Source: an optimization exercise on an open RTL-to-GDS flow (aim: small area, a short achievable clock period and few clock cycles per item). Production flows keep margins and buffers that such runs may drop. Only simulation tests tie the RTL to the original design; equivalence was not proved. Power is estimated from default activity; no workload was simulated.

==> flow/design.v <==
package ctnc_pkg;
   localparam int COORD_BITS = 32;
   localparam int FRAC_BITS  = 16;
   localparam int RGB_BITS   = 24;
   localparam int QBITS      = COORD_BITS + FRAC_BITS;
   localparam int DIV_STEPS  = QBITS;
   localparam int STEP_BITS  = $clog2(DIV_STEPS + 1);
   localparam int REQ_BYTES  = (4 * COORD_BITS + RGB_BITS + 7) / 8;
   localparam int RSP_BYTES  = (4 * COORD_BITS + RGB_BITS + 7) / 8;
   typedef logic signed [COORD_BITS-1:0] coord_type;
   typedef struct packed {
      coord_type x;
      coord_type y;
      coord_type z;
      coord_type w;
      logic [RGB_BITS-1:0] rgb;
   } vtx_type;
   localparam logic [2:0] SRC_V0 = 3'd0;
   localparam logic [2:0] SRC_V1 = 3'd1;
   localparam logic [2:0] SRC_V2 = 3'd2;
   localparam logic [2:0] SRC_C1 = 3'd3;
   localparam logic [2:0] SRC_C2 = 3'd4;
   typedef struct packed {
      logic       hold0;      
      logic       hold1;      
      logic       hold2;      
      logic       clip_go;    
      logic [1:0] clip_out;   
      logic [1:0] clip_in;    
      logic       clip_dst;   
      logic [2:0] src;        
      logic       emit;       
   } cmd_type;
   typedef struct packed {
      logic       clip_busy;
      logic       reject;
      logic [2:0] near_out;
   } sts_type;
endpackage
module clip_space_triangle_near_clipper (
   input  logic         clock,
   input  logic         reset,
   input  logic         req_tvalid,
   output logic         req_tready,
   input  logic [ctnc_pkg::REQ_BYTES*8-1:0] req_tdata,
   output logic         rsp_tvalid,
   input  logic         rsp_tready,
   output logic [ctnc_pkg::RSP_BYTES*8-1:0] rsp_tdata,
   output logic         rsp_tlast
);
   localparam logic [1:0] TY_VIS = 2'd0;
   localparam logic [1:0] TY_TWO = 2'd1;
   localparam logic [1:0] TY_ONE = 2'd2;
   localparam logic [1:0] DV_IDLE = 2'd0;
   localparam logic [1:0] DV_DS2  = 2'd1;
   localparam logic [1:0] DV_RUN  = 2'd2;
   localparam logic [1:0] DV_DONE = 2'd3;
   logic [151:0] slot0, slot1, slot2;
   logic [5:0]   fl0, fl1;                
   logic         rej_ff;
   logic [2:0]   free_ff;
   logic         full_ff;
   logic         rdy_ff;
   logic         em_act_ff;
   logic [1:0]   typ_ff;
   logic [1:0]   ra_ff, rb_ff, rc_ff;
   logic [2:0]   idx_ff;
   logic [127:0] out_xyzw;
   logic [23:0]  out_rgb;
   logic         valid_ff, last_ff;
   logic         adone_ff, bdone_ff;
   logic [1:0]   dv_ff;
   logic         dvj_ff;                  
   logic [31:0]  nmag_ff, dmag_ff;
   logic         nz_ff, ng_ff;
   logic [31:0]  dd_ff;                   
   logic [33:0]  d3_ff;                   
   logic [31:0]  rr_ff;                   
   logic [31:0]  qn_ff;                   
   logic [2:0]   cnt_ff;
   logic         sat_ff, zero_ff, neg_ff, one_ff;
   logic         mact_ff;                 
   logic         mj_ff;                   
   logic [2:0]   mk_ff;                   
   logic [31:0]  tm_ff;                   
   logic         tn_ff;                   
   logic         t1_ff;                   
   logic [31:0]  dm_ff;                   
   logic         ds_ff;                   
   logic         mbv_ff, mbph_ff;
   logic [1:0]   mbk_ff;
   logic         mbj_ff;
   logic [51:0]  acc_ff;
   logic         mcv_ff, mcj_ff, mcsh_ff;
   logic [1:0]   mck_ff;
   logic         sg_ff;                   
   logic [2:0] rel;                       
   logic [1:0] wi_ff;
   assign req_tready = rdy_ff || rel[wi_ff];
   assign rsp_tvalid = valid_ff;
   assign rsp_tlast  = last_ff;
   assign rsp_tdata  = {out_rgb, out_xyzw};
   logic signed [32:0] ix, iy, iz, iw;
   logic [5:0] in_fl;
   always_comb begin
      ix = {req_tdata[31],  req_tdata[31:0]};
      iy = {req_tdata[63],  req_tdata[63:32]};
      iz = {req_tdata[95],  req_tdata[95:64]};
      iw = {req_tdata[127], req_tdata[127:96]};
      in_fl[0] = (iz + iw) < 0;           
      in_fl[1] = (iw - iz) < 0;           
      in_fl[2] = (ix + iw) < 0;           
      in_fl[3] = (iw - ix) < 0;           
      in_fl[4] = (iy + iw) < 0;           
      in_fl[5] = (iw - iy) < 0;           
   end
   logic       deciding, reject;
   logic [2:0] nr;
   logic       rej_d;
   logic [1:0] typ_d, ra_d, rb_d, rc_d;
   always_comb begin
      deciding = full_ff && !em_act_ff;
      reject = rej_ff;
      nr = {in_fl[0], fl1[0], fl0[0]};
      rej_d = |(fl0 & fl1 & in_fl);
      typ_d = TY_VIS; ra_d = 2'd0; rb_d = 2'd1; rc_d = 2'd2;
      if (nr[0] && nr[1]) begin
         typ_d = TY_TWO; ra_d = 2'd0; rb_d = 2'd1; rc_d = 2'd2;
      end else if (nr[1] && nr[2]) begin
         typ_d = TY_TWO; ra_d = 2'd1; rb_d = 2'd2; rc_d = 2'd0;
      end else if (nr[0] && nr[2]) begin
         typ_d = TY_TWO; ra_d = 2'd2; rb_d = 2'd0; rc_d = 2'd1;
      end else if (nr[0]) begin
         typ_d = TY_ONE; ra_d = 2'd0; rb_d = 2'd1; rc_d = 2'd2;
      end else if (nr[1]) begin
         typ_d = TY_ONE; ra_d = 2'd1; rb_d = 2'd2; rc_d = 2'd0;
      end else if (nr[2]) begin
         typ_d = TY_ONE; ra_d = 2'd2; rb_d = 2'd0; rc_d = 2'd1;
      end
   end
   logic clip_go;
   assign clip_go = deciding && !reject && (typ_ff != TY_VIS);
   logic [1:0] ja_o, ja_i, ja_w, jb_o, jb_i, jb_w;
   always_comb begin
      if (typ_ff == TY_TWO) begin
         ja_o = ra_ff; ja_i = rc_ff; ja_w = ra_ff;
         jb_o = rb_ff; jb_i = rc_ff; jb_w = rb_ff;
      end else begin
         ja_o = ra_ff; ja_i = rc_ff; ja_w = rc_ff;
         jb_o = ra_ff; jb_i = rb_ff; jb_w = ra_ff;
      end
   end
   function automatic logic [31:0] rd(input logic [1:0] s, input logic [1:0] k,
                                      input logic [151:0] a, input logic [151:0] b,
                                      input logic [151:0] c);
      logic [127:0] v;
      case (s)
         2'd0:    v = a[127:0];
         2'd1:    v = b[127:0];
         default: v = c[127:0];
      endcase
      case (k)
         2'd0:    rd = v[31:0];
         2'd1:    rd = v[63:32];
         2'd2:    rd = v[95:64];
         default: rd = v[127:96];
      endcase
   endfunction
   logic [1:0]  mc_w;
   logic [31:0] p2_oc, oc_ff;             
   logic [51:0] pp;
   logic        big;
   logic [31:0] pm;
   logic [32:0] sum_c;
   logic [31:0] res_c;
   always_comb begin
      mc_w  = mcj_ff ? jb_w : ja_w;
      p2_oc = oc_ff;
      pp    = mcsh_ff ? {16'd0, acc_ff[51:16]} : acc_ff;
      big   = |pp[51:31];
      if (sg_ff) pm = big ? 32'h8000_0000 : {1'b0, pp[30:0]};
      else       pm = big ? 32'h7FFF_FFFF : {1'b0, pp[30:0]};
      sum_c = {p2_oc[31], p2_oc} + ({1'b0, pm} ^ {33{sg_ff}}) + {32'd0, sg_ff};
      if (sum_c[32] != sum_c[31]) res_c = sum_c[32] ? 32'h8000_0000 : 32'h7FFF_FFFF;
      else                        res_c = sum_c[31:0];
   end
   logic a_fin, b_fin;
   assign a_fin = mcv_ff && !mcj_ff && (mck_ff == 2'd3);
   assign b_fin = mcv_ff &&  mcj_ff && (mck_ff == 2'd3);
   logic [1:0] typ_c, ra_c, rb_c, rc_c;
   logic [2:0] idx_c;
   logic       cand, e_rdy, e_last, e_byp;
   logic [1:0] xs, cs_rgb;
   always_comb begin
      typ_c = typ_ff; ra_c = ra_ff; rb_c = rb_ff; rc_c = rc_ff; idx_c = idx_ff;
      cand  = em_act_ff || (deciding && !reject);
      xs = ra_c; cs_rgb = ra_c; e_rdy = 1'b1; e_last = 1'b0; e_byp = 1'b0;
      case (typ_c)
         TY_TWO: begin
            case (idx_c)
               3'd0:    begin xs = rc_c; end
               3'd1:    begin xs = ra_c; e_rdy = adone_ff || a_fin; e_byp = a_fin; end
               default: begin xs = rb_c; e_rdy = bdone_ff || b_fin; e_byp = b_fin;
                              e_last = 1'b1; end
            endcase
            cs_rgb = xs;
         end
         TY_ONE: begin
            case (idx_c)
               3'd0:    begin xs = rb_c; cs_rgb = rb_c; end
               3'd1:    begin xs = rc_c; cs_rgb = rc_c; end
               3'd2:    begin xs = rc_c; cs_rgb = ra_c; e_rdy = adone_ff || a_fin;
                              e_byp = a_fin; end
               3'd3:    begin xs = rb_c; cs_rgb = rb_c; end
               3'd4:    begin xs = rc_c; cs_rgb = ra_c; end
               default: begin xs = ra_c; cs_rgb = ra_c; e_rdy = bdone_ff || b_fin;
                              e_byp = b_fin; e_last = 1'b1; end
            endcase
         end
         default: begin
            case (idx_c)
               3'd0:    xs = ra_c;
               3'd1:    xs = rb_c;
               default: begin xs = rc_c; e_last = 1'b1; end
            endcase
            cs_rgb = xs;
         end
      endcase
   end
   logic out_free, em_go;
   assign out_free = !valid_ff || rsp_tready;
   assign em_go    = cand && e_rdy && out_free;
   logic [127:0] e_xyzw;
   logic [23:0]  e_rgb;
   always_comb begin
      case (xs)
         2'd0:    e_xyzw = slot0[127:0];
         2'd1:    e_xyzw = slot1[127:0];
         default: e_xyzw = slot2[127:0];
      endcase
      if (e_byp) e_xyzw[127:96] = res_c;
      case (cs_rgb)
         2'd0:    e_rgb = slot0[151:128];
         2'd1:    e_rgb = slot1[151:128];
         default: e_rgb = slot2[151:128];
      endcase
   end
   logic mb_fin, mb_free, m_free, take, ma_go;
   logic        ds1_a, ds1_b;
   logic [1:0]  p1_o, p1_i, p1_k;
   logic [31:0] p1_oc, p1_ic;
   always_comb begin
      ds1_a = clip_go;
      ds1_b = (dv_ff == DV_DS2);
      if (ds1_a) begin
         p1_o = ja_o;
         p1_i = ja_i;
         p1_k = 2'd2;
      end else if (ds1_b) begin
         p1_o = jb_o;
         p1_i = jb_i;
         p1_k = 2'd2;
      end else begin
         p1_o = ((!mact_ff || mk_ff[2]) ? dvj_ff : mj_ff) ? jb_o : ja_o;
         p1_i = ((!mact_ff || mk_ff[2]) ? dvj_ff : mj_ff) ? jb_i : ja_i;
         p1_k = (!mact_ff || mk_ff[2]) ? 2'd0 : mk_ff[1:0];
      end
      p1_oc = rd(p1_o, p1_k, slot0, slot1, slot2);
      p1_ic = rd(p1_i, p1_k, slot0, slot1, slot2);
   end
   logic signed [32:0] df_p, df_n;
   logic [31:0] dmag_c, nmag_c;
   logic        nz_c, ng_c;
   always_comb begin
      df_p   = {p1_ic[31], p1_ic} - {p1_oc[31], p1_oc};
      df_n   = {p1_oc[31], p1_oc} - {p1_ic[31], p1_ic};
      dmag_c = df_p[32] ? df_n[31:0] : df_p[31:0];
      nmag_c = p1_oc[31] ? (32'd0 - p1_oc) : p1_oc;
      nz_c   = (p1_oc == 32'd0);
      ng_c   = (!p1_oc[31] && !nz_c) ^ df_p[32];
   end
   logic [31:0] ds2_r, ds2_q;
   logic [2:0]  ds2_cnt;
   logic        ds2_sat;
   logic        lt0, lt4;
   always_comb begin
      ds2_sat = ({15'd0, nmag_ff[31:15]} >= dmag_ff);
      lt0  = (nmag_ff < dmag_ff);
      lt4  = ({4'd0, nmag_ff[31:4]} < dmag_ff);
      if (nz_ff || ds2_sat) begin
         ds2_cnt = 3'd0; ds2_r = '0; ds2_q = '0;
      end else if (lt0) begin
         ds2_cnt = 3'd3; ds2_r = nmag_ff; ds2_q = '0;
      end else if (lt4) begin
         ds2_cnt = 3'd4; ds2_r = {4'd0, nmag_ff[31:4]}; ds2_q = {nmag_ff[3:0], 28'd0};
      end else begin
         ds2_cnt = 3'd7; ds2_r = {16'd0, nmag_ff[31:16]}; ds2_q = {nmag_ff[15:0], 16'd0};
      end
   end
   function automatic logic [33:0] r4(input logic [31:0] r, input logic [1:0] b,
                                      input logic [31:0] d, input logic [33:0] d3);
      logic [33:0] rp;
      logic [34:0] s1, s2, s3;
      rp = {r, b};
      s1 = {1'b0, rp} - {3'b0, d};
      s2 = {1'b0, rp} - {2'b0, d, 1'b0};
      s3 = {1'b0, rp} - {1'b0, d3};
      if (!s3[34])      r4 = {2'd3, s3[31:0]};
      else if (!s2[34]) r4 = {2'd2, s2[31:0]};
      else if (!s1[34]) r4 = {2'd1, s1[31:0]};
      else              r4 = {2'd0, rp[31:0]};
   endfunction
   logic [33:0] st1, st2;
   logic [31:0] r2, qn_next;
   always_comb begin
      st1 = r4(rr_ff, qn_ff[31:30], dd_ff, d3_ff);
      st2 = r4(st1[31:0], qn_ff[29:28], dd_ff, d3_ff);
      r2  = st2[31:0];
      qn_next = {qn_ff[27:0], st1[33:32], st2[33:32]};
   end
   logic        dv_last, dv_res;
   logic [31:0] qsel, tm_c;
   always_comb begin
      dv_last = (dv_ff == DV_RUN) && (cnt_ff == 3'd0);
      dv_res  = dv_last || (dv_ff == DV_DONE);
      qsel    = (dv_ff == DV_DONE) ? qn_ff : qn_next;
      if (zero_ff)     tm_c = 32'd0;
      else if (sat_ff) tm_c = neg_ff ? 32'h8000_0000 : 32'h7FFF_FFFF;
      else             tm_c = qsel;
   end
   always_comb begin
      mb_fin  = mbv_ff && (t1_ff || mbph_ff);
      mb_free = !mbv_ff || mb_fin;
      m_free  = !mact_ff || (mk_ff[2] && mb_free);
      take    = dv_res && m_free &&
                !(!dvj_ff && typ_ff == TY_ONE && idx_ff < 3'd2);
      ma_go   = take || (mact_ff && !mk_ff[2] && mb_free);
   end
   function automatic logic [103:0] csa(input logic [51:0] a, input logic [51:0] b,
                                        input logic [51:0] e);
      logic [51:0] t, u;
      t = a ^ b ^ e;
      u = (a & b) | (a & e) | (b & e);
      csa = {t, u[50:0], 1'b0};
   endfunction
   logic [19:0] th, th_ff;                
   logic [21:0] yy;
   logic [51:0] br [13];
   logic [51:0] bl1 [9];
   logic [51:0] bl2 [6];
   logic [51:0] bl3 [4];
   logic [51:0] bl4 [3];
   logic [51:0] negs, bs, bc, mul_c;
   always_comb begin
      th   = th_ff;
      yy   = {2'b00, th};
      negs = 52'h5555600000000;
      for (int i = 0; i < 11; i++) begin
         logic [2:0]  tr;
         logic        ng, one, two;
         logic [32:0] mag;
         logic [33:0] row;
         tr  = {yy[2*i+1], yy[2*i], (i == 0) ? 1'b0 : yy[2*i-1]};
         ng  = tr[2] && !(tr[1] && tr[0]);
         one = tr[1] ^ tr[0];
         two = (tr == 3'b011) || (tr == 3'b100);
         mag = one ? {1'b0, dm_ff} : (two ? {dm_ff, 1'b0} : 33'd0);
         row = {1'b0, mag} ^ {34{ng}};
         br[i] = 52'({~row[33], row[32:0]}) << (2*i);
         negs[2*i] = ng;
      end
      br[11] = negs;
      br[12] = mbph_ff ? {16'd0, acc_ff[51:16]} : 52'd0;
      for (int g = 0; g < 4; g++)
         {bl1[2*g], bl1[2*g+1]} = csa(br[3*g], br[3*g+1], br[3*g+2]);
      bl1[8] = br[12];
      for (int g = 0; g < 3; g++)
         {bl2[2*g], bl2[2*g+1]} = csa(bl1[3*g], bl1[3*g+1], bl1[3*g+2]);
      for (int g = 0; g < 2; g++)
         {bl3[2*g], bl3[2*g+1]} = csa(bl2[3*g], bl2[3*g+1], bl2[3*g+2]);
      {bl4[0], bl4[1]} = csa(bl3[0], bl3[1], bl3[2]);
      bl4[2] = bl3[3];
      {bs, bc} = csa(bl4[0], bl4[1], bl4[2]);
      mul_c = bs + bc;
   end
   logic acc_in;
   assign acc_in = req_tvalid && req_tready;
   logic [2:0] free_n;
   logic [1:0] wi_n;
   always_comb begin
      rel = 3'b000;
      if (deciding && reject) rel = 3'b111;
      if (em_go) begin
         if (e_last && typ_c != TY_VIS) rel = 3'b111;
         else if (typ_c == TY_VIS)      rel[xs] = 1'b1;
      end
      free_n = free_ff | rel;
      wi_n   = wi_ff;
      if (acc_in) begin
         free_n[wi_ff] = 1'b0;
         wi_n = (wi_ff == 2'd2) ? 2'd0 : wi_ff + 2'd1;
      end
   end
   always_ff @(posedge clock) begin
      if (reset) begin
         free_ff   <= 3'b111;
         wi_ff     <= 2'd0;
         full_ff   <= 1'b0;
         rdy_ff    <= 1'b1;
         em_act_ff <= 1'b0;
         idx_ff    <= 3'd0;
         valid_ff  <= 1'b0;
         dv_ff     <= DV_IDLE;
         mact_ff   <= 1'b0;
         mbv_ff    <= 1'b0;
         mcv_ff    <= 1'b0;
      end else begin
         free_ff <= free_n;
         wi_ff   <= wi_n;
         rdy_ff  <= free_n[wi_n];
         if (acc_in && wi_ff == 2'd2) full_ff <= 1'b1;
         else if (deciding)           full_ff <= 1'b0;
         if (deciding && !reject)     em_act_ff <= 1'b1;
         else if (em_go && e_last)    em_act_ff <= 1'b0;
         if (em_go) idx_ff <= e_last ? 3'd0 : idx_ff + 3'd1;
         if (em_go)           valid_ff <= 1'b1;
         else if (rsp_tready) valid_ff <= 1'b0;
         case (dv_ff)
            DV_IDLE: if (clip_go) dv_ff <= DV_DS2;
            DV_DS2:  dv_ff <= DV_RUN;
            DV_RUN:  if (dv_last) begin
               if (!take)       dv_ff <= DV_DONE;
               else if (dvj_ff) dv_ff <= DV_IDLE;
            end
            default: if (take) dv_ff <= dvj_ff ? DV_IDLE : DV_RUN;
         endcase
         if (take)                       mact_ff <= 1'b1;
         else if (mk_ff[2] && mb_free)   mact_ff <= 1'b0;
         if (ma_go)       mbv_ff <= 1'b1;
         else if (mb_fin) mbv_ff <= 1'b0;
         mcv_ff <= mb_fin;
      end
   end
   always_ff @(posedge clock) begin
      if (acc_in && wi_ff == 2'd2) begin
         rej_ff <= rej_d;
         typ_ff <= typ_d; ra_ff <= ra_d; rb_ff <= rb_d; rc_ff <= rc_d;
      end
      if (em_go) begin
         out_xyzw <= e_xyzw;
         out_rgb  <= e_rgb;
         last_ff  <= e_last;
      end
      if (clip_go) begin
         adone_ff <= 1'b0; bdone_ff <= 1'b0;
      end else begin
         if (a_fin) adone_ff <= 1'b1;
         if (b_fin) bdone_ff <= 1'b1;
      end
   end
   always_ff @(posedge clock) begin
      if (mcv_ff) begin
         case (mc_w)
            2'd0: slot0[32*mck_ff +: 32] <= res_c;
            2'd1: slot1[32*mck_ff +: 32] <= res_c;
            default: slot2[32*mck_ff +: 32] <= res_c;
         endcase
      end
      if (acc_in && wi_ff == 2'd0) begin slot0 <= req_tdata; fl0 <= in_fl; end
      if (acc_in && wi_ff == 2'd1) begin slot1 <= req_tdata; fl1 <= in_fl; end
      if (acc_in && wi_ff == 2'd2) slot2 <= req_tdata;
   end
   always_ff @(posedge clock) begin
      if (ds1_a || ds1_b) begin
         nmag_ff <= nmag_c; dmag_ff <= dmag_c; nz_ff <= nz_c; ng_ff <= ng_c;
      end
      if ((dv_ff == DV_DS2) || (take && !dvj_ff)) begin
         dd_ff   <= dmag_ff;
         d3_ff   <= {2'b0, dmag_ff} + {1'b0, dmag_ff, 1'b0};
         rr_ff   <= ds2_r;
         qn_ff   <= ds2_q;
         cnt_ff  <= ds2_cnt;
         sat_ff  <= ds2_sat;
         zero_ff <= nz_ff;
         neg_ff  <= ng_ff;
         one_ff  <= nz_ff || (!ds2_sat && lt4);
         dvj_ff  <= (dv_ff != DV_DS2);
      end else if (dv_ff == DV_RUN) begin
         rr_ff  <= r2;
         qn_ff  <= qn_next;
         cnt_ff <= cnt_ff - 3'd1;
      end
   end
   always_ff @(posedge clock) begin
      if (take) begin
         tm_ff <= tm_c;
         tn_ff <= neg_ff;
         t1_ff <= one_ff;
         mj_ff <= dvj_ff;
      end
      if (ma_go) begin
         dm_ff   <= dmag_c;
         ds_ff   <= df_p[32];
         mbk_ff  <= take ? 2'd0 : mk_ff[1:0];
         mbj_ff  <= take ? dvj_ff : mj_ff;
         mk_ff   <= take ? 3'd1 : mk_ff + 3'd1;
         mbph_ff <= 1'b0;
         th_ff   <= take ? tm_c[19:0] : tm_ff[19:0];
      end else if (mbv_ff && !mb_fin) begin
         mbph_ff <= 1'b1;
         th_ff   <= {4'd0, tm_ff[31:20], 4'd0};
      end
      if (mbv_ff) acc_ff <= mul_c;
      if (mb_fin) begin
         sg_ff   <= ds_ff ^ tn_ff;
         mck_ff  <= mbk_ff;
         mcj_ff  <= mbj_ff;
         mcsh_ff <= t1_ff;
         oc_ff   <= rd(mbj_ff ? jb_o : ja_o, mbk_ff, slot0, slot1, slot2);
      end
   end
endmodule
==> flow/flow/run.sh <==
#!/bin/bash
# The standard layout, with timing repair aimed below the clock period:
# repair_timing works on every path slower than 13 - 7 = 6 ns. The SDC,
# the clock period and all else are the standard flow's.
set -euo pipefail
export SETUP_SLACK_MARGIN=7
bash standard.sh > standard_flow.log 2>&1
==> flow/standard.sh <==
#!/bin/bash
# synth_recipe.tcl (not shown) runs the flow's synth.tcl, then flattens the netlist and writes it again
# the make line also repeats each setting of config.mk as NAME=value (left out here)
make -C /OpenROAD-flow-scripts/flow DESIGN_CONFIG=/design/flow/config.mk WORK_HOME=/design/flow/orfs CLKGATE_MAP_FILE= SYNTH_SCRIPT=/design/flow/synth_recipe.tcl "${@:-finish}"
==> flow/config.mk <==
export PLATFORM = sky130hd
export DESIGN_NAME = clip_space_triangle_near_clipper
export DESIGN_NICKNAME = clip_space_triangle_near_clipper
export VERILOG_FILES = /design/flow/design.v
export SDC_FILE = /design/flow/constraint.sdc
export NUM_CORES = 4
export LEC_CHECK = 0
export CAP_MARGIN = 20
export CORE_MARGIN = 2
export CORE_UTILIZATION = 45
export SLEW_MARGIN = 20
==> flow/constraint.sdc <==
create_clock -name core_clock -period 13.0 [get_ports {clock}]
set_input_delay 2.6000 -clock core_clock [delete_from_list [all_inputs] [get_ports {clock}]]
set_output_delay 2.6000 -clock core_clock [all_outputs]
set_load 0.01 [all_outputs]
==> run notes, run 1 <==
# rows=170; DR iter-0 viols=between 10000 and 15000; fraction of layout cells with a size suffix above 1=0.1807; Async SR Flop Fraction=0; R2R setup slack=6040 ps; run status=timing/DRC/antenna clean; Crit path required time=around 14000 ps; starting density of the core=0.4537; register area share after synthesis=0.3158; switch share=0.3159; vias in the first global route=90290; Final setup viols=0; Slew headroom=0.2114; Setup CP Type=reg2reg; worst hold slack=424.8 ps; DR DRC count=0; H-Tree Depth=3; Peak VDD IR=121.7 µV; # IOs=311; CTS tree=yes; Leak=roughly 49 nW; Vias=around 94000; post-DR wirelength/cell=30.30 µm; max-cap viol count=0; DP Wirelength=roughly 280 mm; clk sinks=approximately 1000; Clk Latency, worst-skew pair=around 870 ps; initial antenna violation count=14; PD cells=83.93 nW/µm²; first-pass GRT wire length=611.2 mm; area of the multi-input gates=66710 µm²; Internal=6.990 mW; Mapped Cells=10820; Area Overhead vs Synth=24.78%; Fin Setup TNS=0 ps; post-route ant nets=0; Gate power share=0.229; largest net degree at the start of global routing=162; area of the die=220500 µm²; Max Transition Viols Final=0; number of synthesized flops with an enable pin=1012; Synth Register Bits=1033; CP Launch Type=flip-flop; nets@finish=around 13000; Worst EP arrival=roughly 7500 ps; switching pwr=3.228 mW; achievable frequency=143.8 MHz; CP endpoint kind=flip-flop; Synth Cell Area=97560 µm²; Synthesis Warnings=6; GR Util All Layers=0.3693; Top FF cell, synth=edfxtp_1; Worst-Margin Slew=1183 ps; Mean Syn Cell Area=9.020 µm²; deepest clock path buffer count=3; Clock Skew=90.24 ps; min-delay worst type=reg2reg; GPL Wtd Cong=between 0.9 and 1; minimum clock period after layout=6956 ps; CP Max Fanout=17; RSZ-0062 raised after global routing=yes; die height=approximately 470 µm; Synth cell types=103; register area=30830 µm²; endpoints failing hold=0; Synth Net Count=12090; Core Box Area=215000 µm²; Die W=469.6 µm; clock share of power=0.374; final period utilization=0.5351; WL final=435.0 mm; GRT overflow=0; via density per instance=6.574; drt first pass iters=8; Flop pwr share=0.397; Layout fillers=18680; CTS clk-pin slew, worst paths=~70 ps; root buffer cell=clkbuf_16; TritonCTS buffer count=121; Port Buffer Count=just over 300
[critical path, cell delays in order (launching register included)]
cell and delay [ps]:
edfxtp_1 480, ha_1 290, nor2_2 150, buf_12 180, clkinvlp_4 160, buf_6 220, xnor2_1 180, fa_1 590
fa_1 460, fa_1 560, fa_1 510, inv_1 60, fa_1 620, ha_4 270, and3_1 170, a211o_1 330
a21oi_4 200, nand3_4 160, a221oi_4 300, or3_4 180, nand4b_1 170, a2111oi_2 340, nor3_1 70
[sequential cells by signal, summed over array words and instances, names as in the netlist, 6 cells and up]
register and flops:
rr_ff 32, d3_ff 34, dmag_ff 32, dm_ff 32
slot2 152, tm_ff 32, th_ff 20, out_xyzw 128
slot0 152, dd_ff 31, fl0 6, oc_ff 32
acc_ff 52, qn_ff 32, nmag_ff 32, fl1 6
out_rgb 24, slot1 152
[layout make-up]
type,instances,share of cell area
Multi-Input combinational cell,8162,0.5480
Sequential cell,1033,0.2532
Timing Repair Buffer,1135,0.1028
Inverter,949,0.03046
Tap cell,2838,0.02917
Clock buffer,128,0.02517
Clock inverter,102,0.01064
Timing Repair inverter,4,0.0004111
Antenna cell,6,0.0001233
[path summary, 6_finish.rpt]
check,to,startpoint,depth (start not counted)
worst max-delay path,acc_ff[50],th_ff[15],22
worst min-delay path,neg_ff,ng_ff,0
worst max register to register,acc_ff[50],th_ff[15],22
worst min register to register,neg_ff,ng_ff,0
[synth_stat cells, drive strengths merged, types with 121 or more instances]
cell / count / area, µm²
xor2: 201 / 1760
xnor2: 473 / 4143
a21oi: 1289 / 6451
o21ai: 513 / 2575
o22ai: 165 / 1032
a21o: 261 / 1959
clkbuf: 588 / 2207
edfxtp: 1012 / 30390
a22oi: 641 / 4812
fa: 323 / 6466
mux2i: 333 / 3333
nor2: 837 / 3142
nand2: 706 / 2653
ha: 795 / 9947
inv: 941 / 3532
nand3: 121 / 610.6
[cell families (layout without fill, tap and decap cells)]
| logic type | Yosys count | after routing | share of synthesized area |
|---|---|---|---|
| compound gates | 3672 | 3672 | 0.2401 |
| simple gates | 2284 | 2299 | 0.1060 |
| buf+inv | 1636 | 2318 | 0.06388 |
| flops | 1033 | 1033 | 0.3158 |
| mux | 399 | 399 | 0.04548 |
| xor+xnor | 674 | 674 | 0.06051 |
| fa+ha+maj | 1118 | 1118 | 0.1682 |
| other cells | 0 | 6 | 0 |
[per-layer routing]
layer,part of all wire,track usage,up-vias
met5,0.00014,0,-
met4,0.079,0.2356,10
met3,0.12,0.07535,1577
met2,0.43,0.5600,6515
met1,0.38,0.4805,45610
li1,-,-,40670
[per-stage QoR]
step                cell area (µm²)  std cells  worst slack (ps)    util  total power, mW
floorplan                     98080      10820              6455       -            5.218
global placement             103800      13480              4279  0.4827            5.883
detailed placement           103800      13480              4139  0.4828            5.905
CTS                          116000      14080              6159  0.5395            9.886
global route                 121700      14350              5826  0.5660            10.50
finish                       121700      14360              6044  0.5661            10.22
[what timing repair did]
action | in CTS | in global routing
setup buffers | 323 | 244
endpoints found under the setup margin | 756 | 626
hold buffers | 0 | 0
gates cloned | 51 | 28
resized for setup | 820 | 650
pin swaps | 268 | 290
[cell usage in the layout (no fill, tap or decap), types with 81 or more instances in the layout]
| master | synthesis | routed |
|---|---|---|
| a21oi_1 | 1289 | 1183 |
| o22ai_1 | 165 | 155 |
| mux2i_1 | 333 | 310 |
| o21ai_0 | 500 | 394 |
| clkdlybuf4s50_1 | 0 | 300 |
| fa_1 | 323 | 304 |
| ha_4 | 0 | 84 |
| buf_6 | 9 | 92 |
| clkbuf_16 | 0 | 144 |
| nand2_1 | 705 | 654 |
| ha_1 | 795 | 674 |
| buf_12 | 0 | 103 |
| buf_4 | 1 | 541 |
| a22oi_1 | 641 | 582 |
| nor2_1 | 837 | 778 |
| inv_1 | 934 | 886 |
| a21oi_2 | 0 | 81 |
| xnor2_1 | 473 | 445 |
| edfxtp_1 | 1012 | 1012 |
| xor2_1 | 201 | 190 |
| nand3_1 | 120 | 95 |
| a21o_1 | 261 | 257 |
| nor3_1 | 95 | 86 |
[power by group through the flow]
stage               clock, mW  sequential [mW]  combinational [mW]
detailed placement          0             4.11                1.79
finish                   3.82             4.05                2.34
global route             3.96             4.06                2.48
CTS                      3.84             4.04                2.01
floorplan                   0             4.05                1.17
global placement            0             4.11                1.78
Testbench counts, summed over its fixed seeds: cycles 2,314, triangles 256.
==> run 2, diff against run 1 <==
--- a/flow/design.v
+++ b/flow/design.v
@@ -248,23 +248,14 @@
    logic mb_fin, mb_free, m_free, take, ma_go;
    logic        ds1_a, ds1_b;
    logic [1:0]  p1_o, p1_i, p1_k;
+   logic [1:0]  p1o_ff, p1i_ff, p1k_ff;
    logic [31:0] p1_oc, p1_ic;
    always_comb begin
       ds1_a = clip_go;
       ds1_b = (dv_ff == DV_DS2);
-      if (ds1_a) begin
-         p1_o = ja_o;
-         p1_i = ja_i;
-         p1_k = 2'd2;
-      end else if (ds1_b) begin
-         p1_o = jb_o;
-         p1_i = jb_i;
-         p1_k = 2'd2;
-      end else begin
-         p1_o = ((!mact_ff || mk_ff[2]) ? dvj_ff : mj_ff) ? jb_o : ja_o;
-         p1_i = ((!mact_ff || mk_ff[2]) ? dvj_ff : mj_ff) ? jb_i : ja_i;
-         p1_k = (!mact_ff || mk_ff[2]) ? 2'd0 : mk_ff[1:0];
-      end
+      p1_o = p1o_ff;
+      p1_i = p1i_ff;
+      p1_k = p1k_ff;
       p1_oc = rd(p1_o, p1_k, slot0, slot1, slot2);
       p1_ic = rd(p1_i, p1_k, slot0, slot1, slot2);
    end
@@ -343,8 +334,20 @@
       u = (a & b) | (a & e) | (b & e);
       csa = {t, u[50:0], 1'b0};
    endfunction
-   logic [19:0] th, th_ff;                
-   logic [21:0] yy;
+   function automatic logic [32:0] benc(input logic [19:0] t);
+      logic [21:0] yy;
+      logic [2:0]  tr;
+      logic [10:0] ng, one, two;
+      yy = {2'b00, t};
+      for (int i = 0; i < 11; i++) begin
+         tr     = {yy[2*i+1], yy[2*i], (i == 0) ? 1'b0 : yy[2*i-1]};
+         ng[i]  = tr[2] && !(tr[1] && tr[0]);
+         one[i] = tr[1] ^ tr[0];
+         two[i] = (tr == 3'b011) || (tr == 3'b100);
+      end
+      benc = {ng, two, one};
+   endfunction
+   logic [32:0] be_ff;                    
    logic [51:0] br [13];
    logic [51:0] bl1 [9];
    logic [51:0] bl2 [6];
@@ -352,18 +355,14 @@
    logic [51:0] bl4 [3];
    logic [51:0] negs, bs, bc, mul_c;
    always_comb begin
-      th   = th_ff;
-      yy   = {2'b00, th};
       negs = 52'h5555600000000;
       for (int i = 0; i < 11; i++) begin
-         logic [2:0]  tr;
          logic        ng, one, two;
          logic [32:0] mag;
          logic [33:0] row;
-         tr  = {yy[2*i+1], yy[2*i], (i == 0) ? 1'b0 : yy[2*i-1]};
-         ng  = tr[2] && !(tr[1] && tr[0]);
-         one = tr[1] ^ tr[0];
-         two = (tr == 3'b011) || (tr == 3'b100);
+         ng  = be_ff[22+i];
+         two = be_ff[11+i];
+         one = be_ff[i];
          mag = one ? {1'b0, dm_ff} : (two ? {dm_ff, 1'b0} : 33'd0);
          row = {1'b0, mag} ^ {34{ng}};
          br[i] = 52'({~row[33], row[32:0]}) << (2*i);
@@ -470,6 +469,37 @@
       if (acc_in && wi_ff == 2'd1) begin slot1 <= req_tdata; fl1 <= in_fl; end
       if (acc_in && wi_ff == 2'd2) slot2 <= req_tdata;
    end
+   logic       third_c, full_nx, emact_nx, rej_nx, clipgo_nx;
+   logic [1:0] typ_nx, ra_nx, rc_nx;
+   logic       mact_nx, dvj_nx, mj_nx, selnew_nx, jsel_nx;
+   logic [2:0] mk_nx;
+   always_comb begin
+      third_c   = acc_in && (wi_ff == 2'd2);
+      full_nx   = third_c ? 1'b1 : (deciding ? 1'b0 : full_ff);
+      emact_nx  = (deciding && !reject) ? 1'b1 : ((em_go && e_last) ? 1'b0 : em_act_ff);
+      rej_nx    = third_c ? rej_d : rej_ff;
+      typ_nx    = third_c ? typ_d : typ_ff;
+      ra_nx     = third_c ? ra_d  : ra_ff;
+      rc_nx     = third_c ? rc_d  : rc_ff;
+      clipgo_nx = full_nx && !emact_nx && !rej_nx && (typ_nx != TY_VIS);
+      mact_nx   = take ? 1'b1 : ((mk_ff[2] && mb_free) ? 1'b0 : mact_ff);
+      mk_nx     = ma_go ? (take ? 3'd1 : mk_ff + 3'd1) : mk_ff;
+      dvj_nx    = ((dv_ff == DV_DS2) || (take && !dvj_ff)) ? (dv_ff != DV_DS2) : dvj_ff;
+      mj_nx     = take ? dvj_ff : mj_ff;
+      selnew_nx = !mact_nx || mk_nx[2];
+      jsel_nx   = selnew_nx ? dvj_nx : mj_nx;
+   end
+   always_ff @(posedge clock) begin
+      if (clipgo_nx) begin
+         p1o_ff <= ra_nx; p1i_ff <= rc_nx; p1k_ff <= 2'd2;
+      end else if (clip_go) begin
+         p1o_ff <= jb_o; p1i_ff <= jb_i; p1k_ff <= 2'd2;
+      end else begin
+         p1o_ff <= jsel_nx ? jb_o : ja_o;
+         p1i_ff <= jsel_nx ? jb_i : ja_i;
+         p1k_ff <= selnew_nx ? 2'd0 : mk_nx[1:0];
+      end
+   end
    always_ff @(posedge clock) begin
       if (ds1_a || ds1_b) begin
          nmag_ff <= nmag_c; dmag_ff <= dmag_c; nz_ff <= nz_c; ng_ff <= ng_c;
@@ -505,10 +535,10 @@
          mbj_ff  <= take ? dvj_ff : mj_ff;
          mk_ff   <= take ? 3'd1 : mk_ff + 3'd1;
          mbph_ff <= 1'b0;
-         th_ff   <= take ? tm_c[19:0] : tm_ff[19:0];
+         be_ff   <= benc(take ? tm_c[19:0] : tm_ff[19:0]);
       end else if (mbv_ff && !mb_fin) begin
          mbph_ff <= 1'b1;
-         th_ff   <= {4'd0, tm_ff[31:20], 4'd0};
+         be_ff   <= benc({4'd0, tm_ff[31:20], 4'd0});
       end
       if (mbv_ff) acc_ff <= mul_c;
       if (mb_fin) begin
==> flow/run.sh (new file) <==
#!/bin/bash
# synth_recipe.tcl (not shown) runs the flow's synth.tcl, then flattens the netlist and writes it again
# the make line also repeats each setting of config.mk as NAME=value (left out here)
make -C /OpenROAD-flow-scripts/flow DESIGN_CONFIG=/design/flow/config.mk WORK_HOME=/design/flow/orfs CLKGATE_MAP_FILE= SYNTH_SCRIPT=/design/flow/synth_recipe.tcl finish
--- a/flow/config.mk
+++ b/flow/config.mk
@@ -7,5 +7,6 @@
 export LEC_CHECK = 0
 export CAP_MARGIN = 20
 export CORE_MARGIN = 2
-export CORE_UTILIZATION = 45
+export CORE_UTILIZATION = 55
+export SETUP_SLACK_MARGIN = 5
 export SLEW_MARGIN = 20
removed: flow/flow/run.sh
removed: flow/standard.sh
==> run 2 against run 1 <==
Synthesized cell count is 0.16% higher. Maximum frequency is 11% lower. Final area is 9.3% lower. Total power is 52% higher. Clock-buffer cell count is 22 higher. Clock skew is 25 ps lower. Area after synthesis is 3.3% higher. Flip-flop and latch count is 20 higher. Clock power is 6.3% lower. First-iteration DRC count is 23% lower. Critical endpoint is now be_ff[12]. Largest cell class unchanged.
==> run notes, run 2 <==
Top FF cell, synth=edfxtp_1; Setup WS pre-CTS=around 4300 ps; die height=432.0 µm; Synth area leaders=edfxtp_1 (30%), ha_1 (10%), fa_1 (6.4%); WL final=375.4 mm; initial antenna violation count=11; final period utilization=0.6035; vias in the first global route=between 80000 and 90000; max-cap viol count=0; endpoints failing hold=0; dpl cell area=about 110000 µm²; Vias=roughly 87000; Worst-Margin Slew=1293 ps; largest net degree at the start of global routing=~180; R2R setup slack=5150 ps; Worst EP arrival=about 8400 ps; drt first pass iters=7; Synth area leader=edfxtp_1; # IOs=311; Yosys top cell area share=0.3025; nets@finish=12050; TritonCTS buffer count=120; Final setup viols=0; run status=timing/DRC/antenna clean; H-Tree Depth=3; dpl cells=between 10000 and 15000; GRT overflow=0; CP max-delay cell=edfxtp_1; Clock Skew=65.38 ps; CP Max Fanout=11; Port Buffer Count=310; CP endpoint kind=flip-flop; CP Launch Type=flip-flop; Synth Cell Area=between 100000 and 150000 µm²; Fin Setup TNS=0 ps; DR iter-0 viols=just over 10000; Synth cell types=97; achievable frequency=127.5 MHz; min-delay worst type=reg2reg; worst setup margin=between 5000 and 6000 ps; most common cell after layout, fill and taps aside=a21oi_1; Mapped Cells=10830; Synth Register Bits=1053; Max Transition Viols Final=0; GR Util All Layers=0.3930; RSZ-0062 raised after global routing=yes; CTS Hold Bufs=0; first-pass GRT wire length=551.0 mm; DR DRC count=0; PD cells=141.0 nW/µm²; minimum clock period after layout=7846 ps; biggest regs=slot0 x152, slot1 x152, slot2 x152; Crit path required time=13510 ps; root buffer cell=clkbuf_16; Setup CP Type=reg2reg; Core Box Area=around 180000 µm²; total power=15.56 mW; final instance area=110400 µm²; # rows=157; CTS tree=yes; final non-filler cell total=13270; Peak VDD IR=311.6 µV; Slew headroom=0.1381; Die W=432.0 µm; Clk Latency, worst-skew pair=around 840 ps; Layout fillers=15740; post-route ant nets=0; fraction of layout cells with a size suffix above 1=0.08277; Async SR Flop Fraction=0; Leak=45.38 nW; clk sinks=roughly 1100; GPL Wtd Cong=1.008; count leader, synth=a21oi_1; Synth Net Count=12120; crit-path max cell delay=~480 ps; register area share after synthesis=0.3100; number of synthesized flops with an enable pin=1015; starting density of the core=0.5521; deepest clock path buffer count=3; Synthesis Warnings=6; area of the die=186600 µm²; Area Overhead vs Synth=9.527%; post-DR wirelength/cell=about 28 µm; most frequent cells in the layout=a21oi_1 (1279), edfxtp_1 (1015), nand2_1 (853), inv_1 (826), nor2_1 (810); CTS clk-pin slew, worst paths=60 ps; DP Wirelength=268.5 mm; via density per instance=6.583; Mean Syn Cell Area=around 9.3 µm²; Synth top cells by count=a21oi_1 (1281), edfxtp_1 (1015), nand2_1 (856)
[run 2: cell types whose count changed in the layout (fill, tap and decap cells not counted), sizes merged, moves of 145 or more]
cell,previous run,this run
o22ai,165,20
a22oi,641,458
nand2,709,857
mux2,34,235
mux2i,333,499
buf,772,169
[run 2: layout make-up]
type | count | area, µm² | area share
antenna | 8 | 20.02 | 0.0001814
clock buffer | 150 | 3167 | 0.02870
clock inverter | 80 | 908.4 | 0.008231
inverter | 847 | 3222 | 0.02919
multi-input combinational | 8264 | 64220 | 0.5819
sequential | 1053 | 31260 | 0.2833
tap | 2385 | 2984 | 0.02704
timing repair buffer | 479 | 4574 | 0.04145
timing repair inverter | 1 | 5.005 | 0.00004535
[run 2: kinds of logic after synthesis]
logic type	Yosys count	synth area share
fa+ha+maj	1128	0.1641
buf+inv	1516	0.05758
mux	868	0.1058
flops	1053	0.3100
simple gates	2336	0.1027
xor+xnor	678	0.05893
compound gates	3254	0.2009
[run 2: worst max-delay path: cells and delay by family, from the launching register on]
family,cells,cell delay [ps]
compound gates,17,4250
fa+ha+maj,4,1020
buf+inv,3,680
flops,1,480
simple gates,6,1130
[run 2: report_power, final]
group          internal (mW)  switching [mW]  total (mW)
logic                   2.59            4.84        7.43
clock network           2.02            1.57        3.58
registers               4.31           0.235        4.54
total                   8.91            6.64        15.6
[run 2: worst paths after layout]
path,startpoint,end,cells after the start
setup reg to reg,d3_ff[0],be_ff[12],30
setup / recovery,d3_ff[0],be_ff[12],30
hold / removal,dvj_ff,dv_ff[1],1
hold reg to reg,dvj_ff,dv_ff[1],1
[run 2: repair_timing]
item                       in CTS  in global routing
resized for setup              23                 56
gates cloned                    0                  1
pin swaps                       1                  3
setup endpoints to repair      76                444
buffers inserted                7                 15
[run 2: layer usage]
metal | vias up | routed length (µm) | global-route usage
met5 | - | 49 | 0
met3 | 984 | 36180 | 0.06209
met4 | 8 | 27130 | 0.2410
met1 | 42350 | 148900 | 0.5300
met2 | 4939 | 163200 | 0.5942
li1 | 39050 | - | -
[run 2: stage by stage]
step	util	hold slack (ps)
after CTS	0.6025	443.9
after global placement	0.5792	407.0
after detailed placement	0.5793	427.8
after global routing	0.6047	453.4
final	0.6047	447.0
after floorplan	-	400.3
Testbench counts of run 2, summed over its fixed seeds: cycles 2,314, triangles 256.
==> run 3, diff against run 2 <==
==> flow/flow/run.sh (new file) <==
#!/bin/bash
# The standard layout, with timing repair aimed below the clock period:
# repair_timing works on every path slower than 13 - 7 = 6 ns. The SDC,
# the clock period and all else are the standard flow's.
set -euo pipefail
export SETUP_SLACK_MARGIN=7
bash standard.sh > standard_flow.log 2>&1
==> flow/standard.sh (new file) <==
#!/bin/bash
# synth_recipe.tcl (not shown) runs the flow's synth.tcl, then flattens the netlist and writes it again
# the make line also repeats each setting of config.mk as NAME=value (left out here)
make -C /OpenROAD-flow-scripts/flow DESIGN_CONFIG=/design/flow/config.mk WORK_HOME=/design/flow/orfs CLKGATE_MAP_FILE= SYNTH_SCRIPT=/design/flow/synth_recipe.tcl "${@:-finish}"
--- a/flow/config.mk
+++ b/flow/config.mk
@@ -8,5 +8,4 @@
 export CAP_MARGIN = 20
 export CORE_MARGIN = 2
 export CORE_UTILIZATION = 55
-export SETUP_SLACK_MARGIN = 5
 export SLEW_MARGIN = 20
removed: flow/run.sh
==> run 3 against run 2 <==
Still clean on timing, DRC and antenna. Wire length grew 10%. Total power rose by 6.9%. Critical path depth rose by 2. Setup slack improved by 950 ps. Non-clock buffer count is 358 higher. Sequential share of layout area fell by 1.9 points. Sequential power barely moved. Clock-buffer cell count is 15 higher. Core utilization up 4.3 points. Final area grew 7.1%. Highest routed layer unchanged.
==> run notes, run 3 <==
most common cell after layout, fill and taps aside=a21oi_1; Setup WS pre-CTS=4540 ps; via density per instance=slightly below 7; Clock Skew=52.73 ps; CP max-delay cell=edfxtp_1; starting density of the core=0.5521; WL met1=155.8 mm; deepest clock path buffer count=3; Mean Syn Cell Area=9.301 µm²; achievable frequency=144.9 MHz; Crit path required time=between 10000 and 15000 ps; most frequent cells in the layout=a21oi_1 (1236), edfxtp_1 (1015), nand2_1 (836), inv_1 (810), nor2_1 (793); post-route ant nets=0; fraction of layout cells with a size suffix above 1=0.1493; Async SR Flop Fraction=0; Yosys top cell area share=0.3025; CTS tree=yes; endpoints failing hold=0; CTS clk-pin slew, worst paths=60 ps; initial antenna violation count=25; Core Box Area=182500 µm²; nets@finish=12420; Peak VDD IR=between 200 and 300 µV; CP delay by family, top=compound AO/OA/AOI/OAI gates; Setup CP Type=reg2reg; met2 WL=175.0 mm; DR DRC count=0; Top Layer Used=met5; Clk Latency, worst-skew pair=840 ps; minimum clock period after layout=6900 ps; GPL Wtd Cong=0.9901; Final setup viols=0; area of the die=186600 µm²; Fin Setup TNS=0 ps; Vias=91720; vias in the first global route=roughly 87000; Internal=9.429 mW; Gate power share=0.505; Worst EP arrival=7560 ps; switch share=0.4329; worst setup margin=6100 ps; drt first pass iters=8; Flop pwr share=0.271; root buffer cell=clkbuf_16; Synth area leader=edfxtp_1; clock share of power=0.224; met3 WL=46.43 mm; post-DR wirelength/cell=between 30 and 40 µm; DR iter-0 viols=12500; CP endpoint kind=flip-flop; Top FF cell, synth=edfxtp_1; GRT overflow=0; min-delay worst type=reg2reg; first-pass GRT wire length=592.1 mm; switching pwr=7.198 mW; Synth cell types=97; CP Launch Type=flip-flop; Synth Cell Area=100800 µm²; count leader, synth=a21oi_1; DP Wirelength=275.2 mm; Die W=432.0 µm; Leak=48.62 nW; number of synthesized flops with an enable pin=roughly 1000; RSZ-0062 raised after global routing=yes; Final Util=0.6475; # rows=157; Synth Net Count=12120; Synthesis Warnings=6; PD cells=between 100 and 150 nW/µm²; Port Buffer Count=a little over 300; final period utilization=0.5308; Slew headroom=0.2144; Synth top cells by count=a21oi_1 (1281), edfxtp_1 (1015), nand2_1 (856); Mapped Cells=10830; Worst-Margin Slew=about 1200 ps; Synth Register Bits=approximately 1100; WL final=413.1 mm; TritonCTS buffer count=131; Area Overhead vs Synth=17.28%; GR Util All Layers=0.4302; Max Transition Viols Final=0; register area share after synthesis=0.3100; run status=timing/DRC/antenna clean; largest net degree at the start of global routing=roughly 190; R2R setup slack=6100 ps; clk sinks=1053; max-cap viol count=0; crit-path max cell delay=470 ps; Layout fillers=14900; die height=432.0 µm; CP Max Fanout=8; H-Tree Depth=4; worst hold slack=419.4 ps; biggest regs=slot0 x152, slot1 x152, slot2 x152; WP buf/inv=8; # IOs=between 300 and 400; Synth area leaders=edfxtp_1 (30%), ha_1 (10%), fa_1 (6.4%)
## run 3: kinds of logic (layout without fill, tap and decap cells)
family,count (synthesis),count (layout),synth area share
fa+ha+maj,1128,1128,0.1641
other cells,0,18,0
simple gates,2336,2338,0.1027
mux,868,868,0.1058
compound gates,3254,3256,0.2009
xor+xnor,678,678,0.05893
buf+inv,1516,1922,0.05758
flops,1053,1053,0.3100
## run 3: routing by layer
| metal | track usage | vias up |
|---|---|---|
| li1 | - | 39850 |
| met2 | 0.6287 | 6133 |
| met3 | 0.09153 | 1407 |
| met4 | 0.3176 | 18 |
| met1 | 0.5624 | 44310 |
| met5 | 0 | - |
## run 3: power groups by stage
stage	clock network (mW)	logic, mW	registers [mW]
finish	3.72	8.40	4.51
global route	3.84	8.71	4.52
CTS	3.73	8.00	4.50
detailed placement	0	7.37	4.61
global placement	0	7.34	4.60
floorplan	0	4.70	4.47
## run 3: cell type report
type	count	area, µm²	area share
repair inverters	1	8.758	0.00007412
clock inverters	72	782.0	0.006618
well taps	2385	2984	0.02525
diodes	18	45.04	0.0003812
flip-flops and latches	1053	31270	0.2646
multi-input cells	8268	67130	0.5681
clock buffers	165	3467	0.02934
repair buffers	837	9209	0.07793
inverters	847	3269	0.02767
## run 3: path summary, 6_finish.rpt
path / startpoint / end / cells past startpoint
setup reg to reg: d3_ff[0] / rr_ff[17] / 32
hold / removal: ng_ff / neg_ff / 0
hold reg to reg: ng_ff / neg_ff / 0
setup / recovery: d3_ff[0] / rr_ff[17] / 32
## run 3: timing repair
item,4_1_cts,5_1_grt
hold buffers,0,0
resized for setup,540,248
cloned,41,7
pin swaps,226,127
buffers inserted,240,77
setup endpoints to repair,735,679
## run 3: metrics by stage
stage,power [mW],instances,area (µm²)
after CTS,16.23,13540,116200
after detailed placement,11.98,13020,106400
after global routing,17.06,13640,118200
after global placement,11.94,13020,106300
final,16.63,13650,118200
after floorplan,9.169,10830,101700
==> run 4, diff against run 3 <==
--- a/flow/config.mk
+++ b/flow/config.mk
@@ -7,5 +7,5 @@
 export LEC_CHECK = 0
 export CAP_MARGIN = 20
 export CORE_MARGIN = 2
-export CORE_UTILIZATION = 55
+export CORE_UTILIZATION = 65
 export SLEW_MARGIN = 20
==> run 4 against run 3 <==
Final area decreased by 0.31%. First-iteration DRC count increased by 22%. Clock-buffer cell count decreased by 31. Combinational power decreased by 0.7%.
==> run notes, run 4 <==
Synth Cell Area=100800 µm²; drt first pass iters=13; Hold EP=dv_ff[1]; CP endpoint kind=flip-flop; biggest regs=slot0 x152, slot1 x152, slot2 x152; Synth top cells by count=a21oi_1 (1281), edfxtp_1 (1015), nand2_1 (856); Slew headroom=0.1836; largest family of logic cells by synthesized area=compound AO/OA/AOI/OAI gates; CTS tree=yes; achievable frequency=138.3 MHz; Worst EP arrival=7680 ps; RSZ-0062 raised after global routing=yes; Final Util=0.7647; Core Box Area=154000 µm²; reg2reg path depth=25; max-cap viol count=0; Port Buffer Count=310; register area share after synthesis=0.3100; Max Transition Viols Final=0; dpl cell area=105900 µm²; fraction of layout cells with a size suffix above 1=0.1538; number of synthesized flops with an enable pin=1015; Clock Skew=128.2 ps; final non-filler cell total=13300; Yosys top cell area share=0.3025; Setup WS pre-CTS=about 4300 ps; Synth cell types=between 90 and 100; vias in the first global route=89600; Mapped Cells=between 10000 and 15000; Die W=397.7 µm; worst hold slack=456.9 ps; worst reg2reg endpoint=acc_ff[44]; DR DRC count=0; final instance area=117800 µm²; CTS clk-pin slew, worst paths=70 ps; deepest clock path buffer count=3; nets@finish=12420; WL final=399.8 mm; root buffer cell=clkbuf_16; GR Util All Layers=0.4881; Synth area leader=edfxtp_1; die height=roughly 400 µm; GRT overflow=0; H-Tree Depth=3; Synth Area in Simple Gates=0.1027; Clk Latency, worst-skew pair=820 ps; worst setup margin=5770 ps; mux contribution to synthesized area=0.1058; Layout fillers=around 10000; PD cells=140.1 nW/µm²; most common cell after layout, fill and taps aside=a21oi_1; Area Overhead vs Synth=16.92%; clk sinks=~1100; first-pass GRT wire length=577.4 mm; CP Max Fanout=6; GPL Wtd Cong=1.014; total power=16.51 mW; CP Launch Type=flip-flop; starting density of the core=0.6541; DP Wirelength=approximately 260 mm; Worst-Margin Slew=1225 ps; final period utilization=0.5562; Crit path required time=13450 ps; Async SR Flop Fraction=0; Peak VDD IR=329.8 µV; Synth area leaders=edfxtp_1 (30%), ha_1 (10%), fa_1 (6.4%); most frequent cells in the layout=a21oi_1 (1226), edfxtp_1 (1015), nand2_1 (836), inv_1 (800), nor2_1 (793); Synth Register Bits=1053; DR iter-0 viols=15180; post-DR wirelength/cell=around 30 µm; adder-cell area share of the yosys netlist=0.1641; XOR/XNOR Fraction of Synth Area=0.05893; # rows=144; Fin Setup TNS=0 ps; compound-gate portion of the synthesized area=0.2009; Top FF cell, synth=edfxtp_1; Leak=48.70 nW; Synthesis Warnings=6; minimum clock period after layout=7230 ps; initial antenna violation count=31; Final setup viols=0; largest net degree at the start of global routing=171; hold depth=1; Vias=94160; TritonCTS buffer count=118; count leader, synth=a21oi_1; Synth Net Count=12120; Reg-to-Reg Start=be_ff[13]; hold path start=dvj_ff; dpl cells=12680; R2R setup slack=5770 ps; post-route ant nets=0; min-delay worst type=reg2reg; via density per instance=~7.1; run status=timing/DRC/antenna clean; area of the die=158200 µm²; Mean Syn Cell Area=9.301 µm²; Setup CP Type=reg2reg; endpoints failing hold=0; # IOs=311
==> run 4: cell counts after synthesis <==
No cell type changed its count.
==> run 4: logic make-up (layout without fill, tap and decap cells) <==
group,Yosys count,count (layout)
AOI/OAI and AO/OA,3254,3257
buffers and inverters,1516,1914
xor gates and xnor gates,678,678
DFF,1053,1053
adders and majority gates,1128,1128
and+or+nand+nor,2336,2339
muxes,868,868
other,0,17
==> run 4: layout make-up <==
class,count,area (µm²),area share
Antenna cell,17,42.54,0.0003611
Clock buffer,134,3033,0.02574
Clock inverter,88,1135,0.009633
Inverter,847,3268,0.02774
Multi-Input combinational cell,8270,67500,0.5730
Sequential cell,1053,31270,0.2654
Tap cell,2044,2557,0.02171
Timing Repair Buffer,844,8990,0.07631
Timing Repair inverter,1,7.507,0.00006372
==> run 4: worst max-delay path by stage <==
stage	slack, ps	from	depth (start not counted)	end
floorplan	6700	be_ff[2]	23	acc_ff[50]
global placement	3460	req_tdata[111]	11	p1o_ff[0]
detailed placement	4260	d3_ff[0]	26	rr_ff[8]
CTS	5980	qn_ff[30]	30	be_ff[1]
global route	5670	be_ff[2]	28	acc_ff[46]
finish	5770	be_ff[13]	25	acc_ff[44]
==> run 4: power by group <==
part / internal [mW] / total (mW) / leakage, nW / switching [mW]
clock network: 2.12 / 3.67 / 2.01 / 1.55
logic: 3.03 / 8.34 / 37.1 / 5.30
registers: 4.31 / 4.50 / 9.57 / 0.192
total: 9.46 / 16.5 / 48.7 / 7.05
==> run 4: per-layer routing <==
| layer | vias to the layer above | wire length [µm] | GRT usage |
|---|---|---|---|
| li1 | 39800 | - | - |
| met1 | 44210 | 135900 | 0.6066 |
| met2 | 7987 | 165800 | 0.7027 |
| met3 | 2141 | 58280 | 0.1567 |
| met4 | 16 | 39600 | 0.3801 |
| met5 | - | 209 | 0.004540 |
==> run 4: critical path, stage by stage (launching register included) <==
cell      delay [ps]
edfxtp_1         560
nor2b_4          290
buf_12           160
a22oi_2           60
xnor2_1          230
fa_1             450
inv_1            260
fa_1             520
fa_1             570
inv_2             50
fa_1             500
inv_2             50
fa_1             520
inv_2             50
ha_4             270
nand4_1          110
o41a_1           490
o21ai_2          200
a21oi_2          120
a311oi_4         460
o21ai_2          140
a311oi_2         270
buf_4            180
a21o_1           130
a21oi_2           60
xnor2_2          180
==> run 4: repair_timing <==
action	CTS	global route
setup buffers	257	85
endpoints found under the setup margin	760	666
pin swaps	185	157
cloned	34	7
hold endpoints to repair	0	0
resized for setup	554	313
hold buffers	0	0
==> run 5, diff against run 4 <==
--- a/flow/config.mk
+++ b/flow/config.mk
@@ -7,5 +7,6 @@
 export LEC_CHECK = 0
 export CAP_MARGIN = 20
 export CORE_MARGIN = 2
-export CORE_UTILIZATION = 65
+export CORE_UTILIZATION = 55
 export SLEW_MARGIN = 20
+export TNS_END_PERCENT = 10
==> run 5 against run 4 <==
Still clean. Combinational power is 5.4% lower. Synthesized cell count stayed put. Sequential power hardly changed. Critical path depth is 2 higher. Cell count is 2.2% higher. Via count is 3.5% lower. Die area is 18% higher. Maximum frequency is 3.6% higher. Core utilization is 13 points lower. Largest power group unchanged. Highest routed layer unchanged.
==> run notes, run 5 <==
run status=timing/DRC/antenna clean; Synth Register Bits=1053; Crit path required time=13540 ps; WP buf/inv=5; CP Max Fanout=15; Synthesis Warnings=6; achievable frequency=143.3 MHz; CP delay by family, top=compound AO/OA/AOI/OAI gates; Port Buffer Count=310; Vias=90830; post-DR wirelength/cell=29.67 µm; XOR/XNOR Fraction of Synth Area=0.05893; CP Launch Type=flip-flop; largest family of logic cells by synthesized area=compound AO/OA/AOI/OAI gates; WL final=403.2 mm; Clk Latency, worst-skew pair=830 ps; dpl cell area=105800 µm²; Worst-Margin Slew=1229 ps; root buffer cell=clkbuf_16; CTS tree=yes; min-delay worst type=reg2reg; Synth area leader=edfxtp_1; Core Box Area=between 150000 and 200000 µm²; Clock Skew=75.69 ps; Synth Area in Simple Gates=0.1027; register area share after synthesis=0.3100; TritonCTS buffer count=~120; DR iter-0 viols=12000; CTS clk-pin slew, worst paths=80 ps; Setup CP Type=reg2reg; endpoints failing hold=0; post-route ant nets=0; Mean Syn Cell Area=9.301 µm²; area of the die=roughly 190000 µm²; # IOs=311; total power=16.02 mW; Area Overhead vs Synth=15.28%; die height=432.0 µm; Yosys top cell area share=0.3025; CP endpoint kind=flip-flop; Async SR Flop Fraction=0; compound-gate portion of the synthesized area=0.2009; biggest regs=slot0 x152, slot1 x152, slot2 x152; minimum clock period after layout=roughly 7000 ps; GPL Wtd Cong=0.9863; DR DRC count=0; most frequent cells in the layout=a21oi_1 (1251), edfxtp_1 (1015), nand2_1 (842), nor2_1 (808), inv_1 (807); deepest clock path buffer count=3; Setup WS pre-CTS=3970 ps; Peak VDD IR=309.8 µV; GR Util All Layers=0.4196; Layout fillers=15090; GRT overflow=0; count leader, synth=a21oi_1; final non-filler cell total=13590; Slew headroom=0.1804; worst hold slack=422.8 ps; CTS Hold Bufs=0; Top FF cell, synth=edfxtp_1; vias in the first global route=86460; crit-path max cell delay=470 ps; PD cells=137.9 nW/µm²; initial antenna violation count=7; nets@finish=12380; Mapped Cells=10830; starting density of the core=0.5521; Synth Net Count=12120; H-Tree Depth=3; adder-cell area share of the yosys netlist=0.1641; number of synthesized flops with an enable pin=1015; final instance area=between 100000 and 150000 µm²; Synth Cell Area=100800 µm²; largest net degree at the start of global routing=159; RSZ-0062 raised after global routing=yes; DP Wirelength=273.2 mm; via density per instance=6.684; Synth cell types=just under 100; Worst EP arrival=7520 ps; clk sinks=1053; final period utilization=0.5367; Final Util=0.6365; CP max-delay cell=a311o_2; Final setup viols=0; Synth top cells by count=a21oi_1 (1281), edfxtp_1 (1015), nand2_1 (856); Leak=47.97 nW; max-cap viol count=0; Die W=432.0 µm; Top cell by count, worst path=buf_4; Max Transition Viols Final=0; drt first pass iters=6; first-pass GRT wire length=between 500 and 600 mm; # rows=157; most common cell after layout, fill and taps aside=a21oi_1; Fin Setup TNS=0 ps; fraction of layout cells with a size suffix above 1=0.1324; worst setup margin=6023 ps; Synth area leaders=edfxtp_1 (30%), ha_1 (10%), fa_1 (6.4%); mux contribution to synthesized area=0.1058; dpl cells=13010
## run 5: cell counts after synthesis
No cell type changed its count.
## run 5: repair_timing
action | 4_1_cts | 5_1_grt
gates resized for setup | 480 | 119
buffers inserted | 259 | 55
endpoints found under the setup margin | 655 | 716
pin swaps | 193 | 50
cloned | 30 | 5
## run 5: cells by family after synthesis
family,count (synthesis)
compound gates,3254
simple gates,2336
buf+inv,1516
fa+ha+maj,1128
flops,1053
mux,868
xor+xnor,678
## run 5: layout make-up
cell class / instances / area (µm²) / area share
repair buffers: 808 / 8646 / 0.07443
multi-input cells: 8266 / 65910 / 0.5674
diodes: 4 / 10.01 / 0.00008617
flip-flops and latches: 1053 / 31260 / 0.2691
inverters: 847 / 3253 / 0.02801
well taps: 2385 / 2984 / 0.02569
clock inverters: 81 / 947.2 / 0.008154
clock buffers: 145 / 3148 / 0.02710
## run 5: power by group
| group | internal, mW | switching, mW | total [mW] |
|---|---|---|---|
| clock network | 2.06 | 1.58 | 3.64 |
| registers | 4.31 | 0.179 | 4.49 |
| logic | 2.81 | 5.08 | 7.89 |
| total | 9.18 | 6.84 | 16.0 |
## run 5: layer usage
metal / vias to the layer above / GRT usage / wire (µm)
met5: - / 0 / 44
met4: 6 / 0.2771 / 32750
met3: 1229 / 0.08207 / 42370
met2: 5613 / 0.6300 / 173200
met1: 44260 / 0.5515 / 154900
li1: 39720 / - / -
## run 5: worst paths after layout
path	startpoint	to	slack (ps)	depth (start not counted)
max	d3_ff[0]	rr_ff[14]	6020	27
min	ng_ff	neg_ff	420	0
max reg2reg	d3_ff[0]	rr_ff[14]	6020	27
min reg2reg	ng_ff	neg_ff	420	0
==> run 6, diff against run 5 <==
==> flow/flow/run.sh (replaced) <==
#!/bin/bash
# The standard layout, with timing repair aimed below the clock period:
# repair_timing works on every path slower than 13 - 6.5 = 6.5 ns. The SDC,
# the clock period and all else are the standard flow's.
set -euo pipefail
export SETUP_SLACK_MARGIN=6.5
bash standard.sh > standard_flow.log 2>&1
--- a/flow/config.mk
+++ b/flow/config.mk
@@ -9,4 +9,3 @@
 export CORE_MARGIN = 2
 export CORE_UTILIZATION = 55
 export SLEW_MARGIN = 20
-export TNS_END_PERCENT = 10
==> run 6 against run 5 <==
Maximum frequency shrank 1.1%. Setup slack lost 76 ps. Global-route usage shrank 0.065 points. Clock-buffer cell count grew 18. Sequential share of layout area is essentially flat. Cell count is essentially flat. Register-to-register slack lost 80 ps. Clock power grew 4%. Largest cell class unchanged. Final area is the same. Total power grew 0.37%. Area after synthesis is the same. Flip-flop and latch count is the same.
==> run notes, run 6 <==
run status=timing/DRC/antenna clean; root buffer cell=clkbuf_16; CP endpoint kind=flip-flop; die height=432.0 µm; crit path cell chain=buf_4 > buf_4 > buf_4 > bufbuf_16 > a22oi_1 > xor2_1 > fa_1 > fa_1 > fa_1 > fa_1 > inv_1 > fa_1 > ha_1 > nand2_1 > nor2_1 > nand3_1 > o211ai_1 > a31oi_4 > o41a_1 > o21bai_1 > a21oi_1 > xnor2_1; Area Overhead vs Synth=15.28%; post-DR wirelength/cell=29.67 µm; Synth Cell Area=100800 µm²; drt first pass iters=9; nets@finish=12370; CP max-delay cell=ha_1; CTS tree=yes; number of synthesized flops with an enable pin=1015; max-cap viol count=0; post-route ant nets=0; GRT overflow=0; Synth Net Count=12120; DR iter-0 viols=11980; minimum clock period after layout=7053 ps; Die W=432.0 µm; Core Box Area=~180000 µm²; CP delay by family, top=adder cells; via density per instance=~6.7; register area share after synthesis=0.3100; Crit path required time=13540 ps; starting density of the core=0.5521; Max Transition Viols Final=0; Async SR Flop Fraction=0; first-pass GRT wire length=581.8 mm; CP Launch Type=flip-flop; Port Buffer Count=310; switch share=0.4269; PD cells=138.4 nW/µm²; biggest regs=slot0 x152, slot1 x152, slot2 x152; area of the die=186600 µm²; Synthesis Warnings=6; final period utilization=0.5426; Synth area leaders=edfxtp_1 (30%), ha_1 (10%), fa_1 (6.4%); DR DRC count=0; most frequent cells in the layout=a21oi_1 (1246), edfxtp_1 (1015), nand2_1 (842), inv_1 (810), nor2_1 (802); TritonCTS buffer count=133; Top cell by count, worst path=fa_1; # rows=157; total power=16.08 mW; Flop pwr share=0.280; Worst-Margin Slew=1242 ps; Top FF cell, synth=edfxtp_1; Layout fillers=roughly 15000; GPL Wtd Cong=0.9910; Setup CP Type=reg2reg; Clock Skew=36.05 ps; Clk Latency, worst-skew pair=820 ps; count leader, synth=a21oi_1; CTS clk-pin slew, worst paths=approximately 50 ps; WL final=402.9 mm; achievable frequency=141.8 MHz; CP Max Fanout=21; Peak VDD IR=151.5 µV; Synth area leader=edfxtp_1; crit-path max cell delay=around 600 ps; GR Util All Layers=0.4189; Mean Syn Cell Area=9.301 µm²; Fin Setup TNS=0 ps; DP Wirelength=about 270 mm; Mapped Cells=10830; vias in the first global route=about 86000; most common cell after layout, fill and taps aside=a21oi_1; initial antenna violation count=15; deepest clock path buffer count=3; Leak=47.91 nW; Final setup viols=0; clk sinks=1053; Synth cell types=97; WP buf/inv=5; min-delay worst type=reg2reg; RSZ-0062 raised after global routing=yes; Synth top cells by count=a21oi_1 (1281), edfxtp_1 (1015), nand2_1 (856); endpoints failing hold=0; Synth Register Bits=1053; # IOs=311; Internal=slightly above 9 mW; H-Tree Depth=4; Vias=just over 90000; Yosys top cell area share=0.3025; Slew headroom=0.1717; Worst EP arrival=7600 ps; fraction of layout cells with a size suffix above 1=0.1325; switching pwr=6.864 mW; Gate power share=0.485; largest net degree at the start of global routing=146; clock share of power=0.235
## run 6: cell type report
cell class	count	area (µm²)	share of cell area
multi-input cells	8265	66100	0.5690
flip-flops and latches	1053	31260	0.2691
repair buffers	785	8230	0.07085
clock buffers	163	3482	0.02998
inverters	847	3249	0.02797
well taps	2385	2984	0.02569
clock inverters	75	829.5	0.007141
repair inverters	2	17.52	0.0001508
diodes	3	7.507	0.00006463
## run 6: power by group through the flow
stage	logic (mW)	registers, mW	clock network [mW]
6_report	7.80	4.50	3.78
5_1_grt	8.15	4.51	3.92
2_1_floorplan	4.66	4.48	0
3_3_place_gp	7.10	4.60	0
3_5_place_dp	7.14	4.61	0
4_1_cts	7.46	4.50	3.79
## run 6: repair_timing
action / CTS / global route
hold buffers: 0 / 0
pin swaps: 168 / 116
gates cloned: 24 / 5
setup buffers: 206 / 79
setup endpoints to repair: 632 / 595
resized for setup: 418 / 209
## run 6: worst paths after layout
path | from | to | slack [ps] | depth (start not counted)
min reg2reg | ng_ff | neg_ff | 430 | 0
max reg2reg | be_ff[6] | acc_ff[47] | 5950 | 22
max | be_ff[6] | acc_ff[47] | 5950 | 22
min | ng_ff | neg_ff | 430 | 0
## run 6: metal layers
layer,wire length (µm),up-vias,global-route usage
li1,-,39680,-
met1,155100,43960,0.5528
met2,172600,5852,0.6260
met3,42610,1271,0.08476
met4,32490,18,0.2730
met5,163,-,0.002082
## run 6: logic make-up (layout without fill, tap and decap cells)
logic type,after synthesis,in the layout,synth area share
other,0,3,0
buffers and inverters,1516,1872,0.05758
AND/OR/NAND/NOR,2336,2337,0.1027
flip-flops,1053,1053,0.3100
adder cells (fa/ha/maj),1128,1128,0.1641
XOR/XNOR,678,678,0.05893
AO/OA/AOI/OAI,3254,3254,0.2009
multiplexers,868,868,0.1058
## run 6: stage by stage
stage | area (µm²) | setup WS (ps) | instances | hold WS [ps] | util
global placement | 105800 | 4256 | 13020 | 412.8 | 0.5799
detailed placement | 105800 | 4203 | 13020 | 411.9 | 0.5800
global route | 116200 | 5788 | 13580 | 428.1 | 0.6365
CTS | 114500 | 6147 | 13490 | 424.5 | 0.6274
floorplan | 100900 | 6496 | 10830 | 400.3 | -
finish | 116200 | 5947 | 13580 | 428.8 | 0.6365
